This design comes from an exercise in tuning for small area and a short achievable clock period on the open sky130 flow, not from production work.
Where RTL was checked, it was by simulation tests only, not by an equivalence proof against the original.
Power is estimated from default activity; no workload was simulated.

// mc_fifo
module mc_fifo
#(
    parameter int WIDTH     = mc_fifo_pkg::DEF_WIDTH,
    parameter int DEPTH     = mc_fifo_pkg::DEF_DEPTH,
    parameter int CHANNELS  = mc_fifo_pkg::DEF_CHANNELS,
    parameter int AF_MARGIN = mc_fifo_pkg::DEF_AF_MARGIN,
    parameter int AE_MARGIN = mc_fifo_pkg::DEF_AE_MARGIN
) (
    input  logic                          clk,
    input  logic                          reset,
    input  logic                          write_en,
    input  logic [mc_fifo_pkg::width_of(CHANNELS)-1:0] wr_ch,
    input  logic [WIDTH-1:0]              data_in,
    input  logic                          read_en,
    input  logic [mc_fifo_pkg::width_of(CHANNELS)-1:0] rd_ch,
    input  logic                          clear_err,
    output logic [WIDTH-1:0]              data_out,
    output logic                          data_valid,
    output logic [CHANNELS-1:0]           full,
    output logic [CHANNELS-1:0]           empty,
    output logic [CHANNELS-1:0]           almost_full,
    output logic [CHANNELS-1:0]           almost_empty,
    output logic [mc_fifo_pkg::width_of(DEPTH):0]      rd_count,
    output logic [CHANNELS-1:0]           overflow,
    output logic [CHANNELS-1:0]           underflow
);
For scale: about 2400 cells after synthesis, ~42000 um^2 of cells after synthesis.
clock: 4.0 ns
lec_check: 0
cap_margin: 20
core_margin: 2
core_utilization: 50
cts_cluster_diameter: 70
cts_cluster_size: 30
setup_slack_margin: 1.55
slew_margin: 20
synth_hierarchical: 1
synth_minimum_keep_size: 0
run.sh (not shown) runs the stock make flow with config.mk's settings and CLKGATE_MAP_FILE= SYNTH_SCRIPT=/design/flow/synth_recipe.tcl, a recipe that flattens the netlist after the stock synthesis.
Rerun with:
- SETUP_SLACK_MARGIN: 1.55 -> 1.75
Critical path depth rose by 5.
Wire length increases by a few percent.
Via count came out higher by a few percent.
Clock-buffer cell count rose by 2.
Final cell count climbs slightly.
Register-to-register slack gets better by 120 ps.
Flip-flop and latch count does not change.
Design area grows by a few percent.
Core utilization increases by 1.2 points.
Function was not checked in any run of this note: the RTL went through the layout flow alone.

---

The RTL this note starts from:
==> flow/design.v <==
package mc_fifo_pkg;
    localparam int DEF_WIDTH     = 8;
    localparam int DEF_DEPTH     = 32;
    localparam int DEF_CHANNELS  = 4;
    localparam int DEF_AF_MARGIN = 2;
    localparam int DEF_AE_MARGIN = 2;
    function automatic int width_of(input int n);
        width_of = (n <= 1) ? 1 : $clog2(n);
    endfunction
endpackage
module mc_fifo_ctrl
#(
    parameter int DEPTH     = mc_fifo_pkg::DEF_DEPTH,
    parameter int AF_MARGIN = mc_fifo_pkg::DEF_AF_MARGIN,
    parameter int AE_MARGIN = mc_fifo_pkg::DEF_AE_MARGIN
) (
    input  logic                       clk,
    input  logic                       reset,
    input  logic                       wr_req,
    input  logic                       rd_req,
    input  logic                       clear_err,
    output logic                       wr_acc,
    output logic                       rd_acc,
    output logic [mc_fifo_pkg::width_of(DEPTH):0]   count,
    output logic                       full,
    output logic                       empty,
    output logic                       almost_full,
    output logic                       almost_empty,
    output logic                       overflow,
    output logic                       underflow
);
    localparam int AW    = mc_fifo_pkg::width_of(DEPTH);
    localparam int CNT_W = AW + 1;
    logic [CNT_W-1:0] count_q, count_d, count_inc, count_dec;
    assign full         = count_q[AW];
    assign empty        = (count_q == '0);
    assign almost_full  = (count_q >= CNT_W'(DEPTH - AF_MARGIN));
    assign almost_empty = (count_q <= CNT_W'(AE_MARGIN));
    assign wr_acc = wr_req && !full;
    assign rd_acc = rd_req && !empty;
    assign count = count_q;
    assign count_inc = count_q + 1'b1;
    assign count_dec = count_q - 1'b1;
    always_comb begin
        case ({wr_acc, rd_acc})
            2'b10:   count_d = count_inc;
            2'b01:   count_d = count_dec;
            default: count_d = count_q;
        endcase
    end
    always_ff @(posedge clk or posedge reset) begin
        if (reset) begin
            count_q <= '0;
        end else begin
            count_q <= count_d;
        end
    end
    logic overflow_q, overflow_d;
    logic underflow_q, underflow_d;
    always_comb begin
        overflow_d  = clear_err ? 1'b0 : overflow_q;
        underflow_d = clear_err ? 1'b0 : underflow_q;
        if (wr_req && full) begin
            overflow_d = 1'b1;
        end
        if (rd_req && empty) begin
            underflow_d = 1'b1;
        end
    end
    always_ff @(posedge clk or posedge reset) begin
        if (reset) begin
            overflow_q  <= 1'b0;
            underflow_q <= 1'b0;
        end else begin
            overflow_q  <= overflow_d;
            underflow_q <= underflow_d;
        end
    end
    assign overflow  = overflow_q;
    assign underflow = underflow_q;
endmodule
module mc_fifo
#(
    parameter int WIDTH     = mc_fifo_pkg::DEF_WIDTH,
    parameter int DEPTH     = mc_fifo_pkg::DEF_DEPTH,
    parameter int CHANNELS  = mc_fifo_pkg::DEF_CHANNELS,
    parameter int AF_MARGIN = mc_fifo_pkg::DEF_AF_MARGIN,
    parameter int AE_MARGIN = mc_fifo_pkg::DEF_AE_MARGIN
) (
    input  logic                          clk,
    input  logic                          reset,
    input  logic                          write_en,
    input  logic [mc_fifo_pkg::width_of(CHANNELS)-1:0] wr_ch,
    input  logic [WIDTH-1:0]              data_in,
    input  logic                          read_en,
    input  logic [mc_fifo_pkg::width_of(CHANNELS)-1:0] rd_ch,
    input  logic                          clear_err,
    output logic [WIDTH-1:0]              data_out,
    output logic                          data_valid,
    output logic [CHANNELS-1:0]           full,
    output logic [CHANNELS-1:0]           empty,
    output logic [CHANNELS-1:0]           almost_full,
    output logic [CHANNELS-1:0]           almost_empty,
    output logic [mc_fifo_pkg::width_of(DEPTH):0]      rd_count,
    output logic [CHANNELS-1:0]           overflow,
    output logic [CHANNELS-1:0]           underflow
);
    localparam int CW = mc_fifo_pkg::width_of(CHANNELS);
    localparam int AW = mc_fifo_pkg::width_of(DEPTH);
    if ((DEPTH < 4) || ((DEPTH & (DEPTH - 1)) != 0)) begin : g_bad_depth
        $error("mc_fifo: DEPTH must be a power of two and at least 4");
    end
    if (CHANNELS < 1) begin : g_bad_channels
        $error("mc_fifo: CHANNELS must be at least 1");
    end
    if ((AF_MARGIN < 1) || (AF_MARGIN > DEPTH - 1)) begin : g_bad_af
        $error("mc_fifo: AF_MARGIN must be in 1..DEPTH-1");
    end
    if ((AE_MARGIN < 1) || (AE_MARGIN > DEPTH - 1)) begin : g_bad_ae
        $error("mc_fifo: AE_MARGIN must be in 1..DEPTH-1");
    end
    logic [CHANNELS-1:0] wr_req, rd_req, wr_acc, rd_acc;
    logic [AW:0]         count_a [CHANNELS];
    logic [WIDTH-1:0]    head_a  [CHANNELS];
    for (genvar g = 0; g < CHANNELS; g++) begin : g_ch
        assign wr_req[g] = write_en && (wr_ch == CW'(g));
        assign rd_req[g] = read_en && (rd_ch == CW'(g));
        mc_fifo_ctrl #(
            .DEPTH     (DEPTH),
            .AF_MARGIN (AF_MARGIN),
            .AE_MARGIN (AE_MARGIN)
        ) u_ctrl (
            .clk          (clk),
            .reset        (reset),
            .wr_req       (wr_req[g]),
            .rd_req       (rd_req[g]),
            .clear_err    (clear_err),
            .wr_acc       (wr_acc[g]),
            .rd_acc       (rd_acc[g]),
            .count        (count_a[g]),
            .full         (full[g]),
            .empty        (empty[g]),
            .almost_full  (almost_full[g]),
            .almost_empty (almost_empty[g]),
            .overflow     (overflow[g]),
            .underflow    (underflow[g])
        );
        logic [WIDTH-1:0] sr_q [DEPTH];
        logic [WIDTH-1:0] rot  [DEPTH];
        always_ff @(posedge clk) begin
            if (wr_acc[g]) begin
                sr_q[0] <= data_in;
                for (int i = 1; i < DEPTH; i++) begin
                    sr_q[i] <= sr_q[i-1];
                end
            end
        end
        for (genvar s = 0; s < DEPTH; s++) begin : g_rot
            assign rot[s] = sr_q[(s + DEPTH - 1) % DEPTH];
        end
        assign head_a[g] = rot[count_a[g][AW-1:0]];
    end
    logic [AW:0]        rd_count_sel;
    logic [WIDTH-1:0]   head_sel;
    logic               rd_any;
    logic [WIDTH-1:0]   data_out_q;
    logic               data_valid_q;
    always_comb begin
        rd_count_sel = '0;
        head_sel     = '0;
        for (int i = 0; i < CHANNELS; i++) begin
            if (rd_ch == CW'(i)) begin
                rd_count_sel = count_a[i];
                head_sel     = head_a[i];
            end
        end
    end
    assign rd_count = rd_count_sel;
    assign rd_any   = |rd_acc;
    always_ff @(posedge clk or posedge reset) begin
        if (reset) begin
            data_out_q   <= '0;
            data_valid_q <= 1'b0;
        end else begin
            data_valid_q <= rd_any;
            if (rd_any) begin
                data_out_q <= head_sel;
            end
        end
    end
    assign data_out   = data_out_q;
    assign data_valid = data_valid_q;
endmodule
clock: 4.0 ns
lec_check: 0
cap_margin: 20
core_margin: 2
core_utilization: 40
slew_margin: 20
The first run completed with no timing, DRC or antenna violations.
Edit:
- CORE_UTILIZATION: 40 -> 65
- SETUP_SLACK_MARGIN: not set -> 1.7
Non-clock buffer count climbs by 264; total power climbs by 13%; via count goes up by 8.4%; cell count falls by 6.0%; count of clock-buffer cells in the layout came out higher by 2; maximum frequency rises by 33%; sequential share of layout area went down by 4.3 points; wire length rises by 3.6%; setup slack is better by 0.97 ns; utilization rises by 35 points.
Edit:
- CORE_UTILIZATION: 65 -> 40
- total power rises by 0.61%
- fmax shrinks by 0.43%
- design area climbs by 1.1%
- via count fell by 1.9%
- synthesized cell count does not change
- hold slack degrades by 0.0077 ns
- die area goes up by 61%

---

Setup of T:
mc_fifo, a different RTL version from the one above (not shown whole).
Size in the first run: roughly 2,400 cells after synthesis, roughly 56 I/O pins, roughly 41,000 um^2 of cells after synthesis.
clock: 4.0 ns
lec_check: 0
cap_margin: 20
core_margin: 2
core_utilization: 50
cts_cluster_diameter: 70
cts_cluster_size: 30
setup_slack_margin: 1.8
slew_margin: 20
synth_hierarchical: 1
synth_minimum_keep_size: 0
#### Input delta (P over T)
diff --git a/flow/config.mk b/flow/config.mk
--- a/flow/config.mk
+++ b/flow/config.mk
@@ -9,6 +9,4 @@
 export CORE_MARGIN = 2
 export CORE_UTILIZATION = 50
-export CTS_CLUSTER_DIAMETER = 70
-export CTS_CLUSTER_SIZE = 30
 export SETUP_SLACK_MARGIN = 1.8
 export SLEW_MARGIN = 20
- P vs. T: vias after detailed routing increased by 479 relative to the old numbers; power density over the cells increased by 9.0% relative to the old numbers; combinational power closely matched the old numbers; share of total power in the clock network increased by 8.9 points relative to the old numbers.
- P ended up with in2out as its critical path class; T ended up with reg2out.
- Max post-route worst setup slack across P and T: P
No run of this note included a check of the RTL's function; only the layout flow was run.

## afterwards: timing with drivers on the ports
The flow's constraints put no driver on any port. The routed layouts listed below were extracted and timed again, unchanged, in two steps. Step 1 sets driving cells, clkbuf_16 on the clock port and buf_2 on the other inputs (assumed; they add their load-dependent delay and slew). Step 2, shift: input delay + t, output delay - t, t = (earliest + latest rising clock arrival at the registers) / 2. This alone moves slack from input paths to output paths. Slacks: ideal ports / drivers / drivers and shift; pairs: ideal ports / drivers.
| run | t (ns) | setup WS [ns] | worst setup path at the end | slew at the worst register clock pin (ns) | cell pins on the clock port's net |
|---|---|---|---|---|---|
| the first run of note 1 | 0.720 | 1.601 / 1.536 / 0.943 | input to register | 0.11 / 0.11 | 1 |
| the second run of note 1 | 0.715 | 1.574 / 1.525 / 1.052 | input to register | 0.12 / 0.12 | 1 |
| the first run of note 2 | 0.737 | 0.114 / 0.044 / 0.147 | input to register | 0.07 / 0.07 | 1 |
| the second run of note 2 | 0.729 | 1.085 / 1.039 / 0.561 | input to register | 0.07 / 0.07 | 1 |
| the third run of note 2 | 0.746 | 1.072 / 0.999 / 0.590 | input to register | 0.07 / 0.07 | 1 |
| T | 0.722 | 1.480 / 1.342 / 1.070 | input to register | 0.12 / 0.12 | 1 |
| P | 0.740 | 1.507 / 1.419 / 0.962 | input to register | 0.06 / 0.06 | 1 |
After both steps every run listed still meets setup and hold. The setup slack of the first run of note 1, which loses most, moves by -0.065 ns with the drivers and by -0.658 ns with both steps.
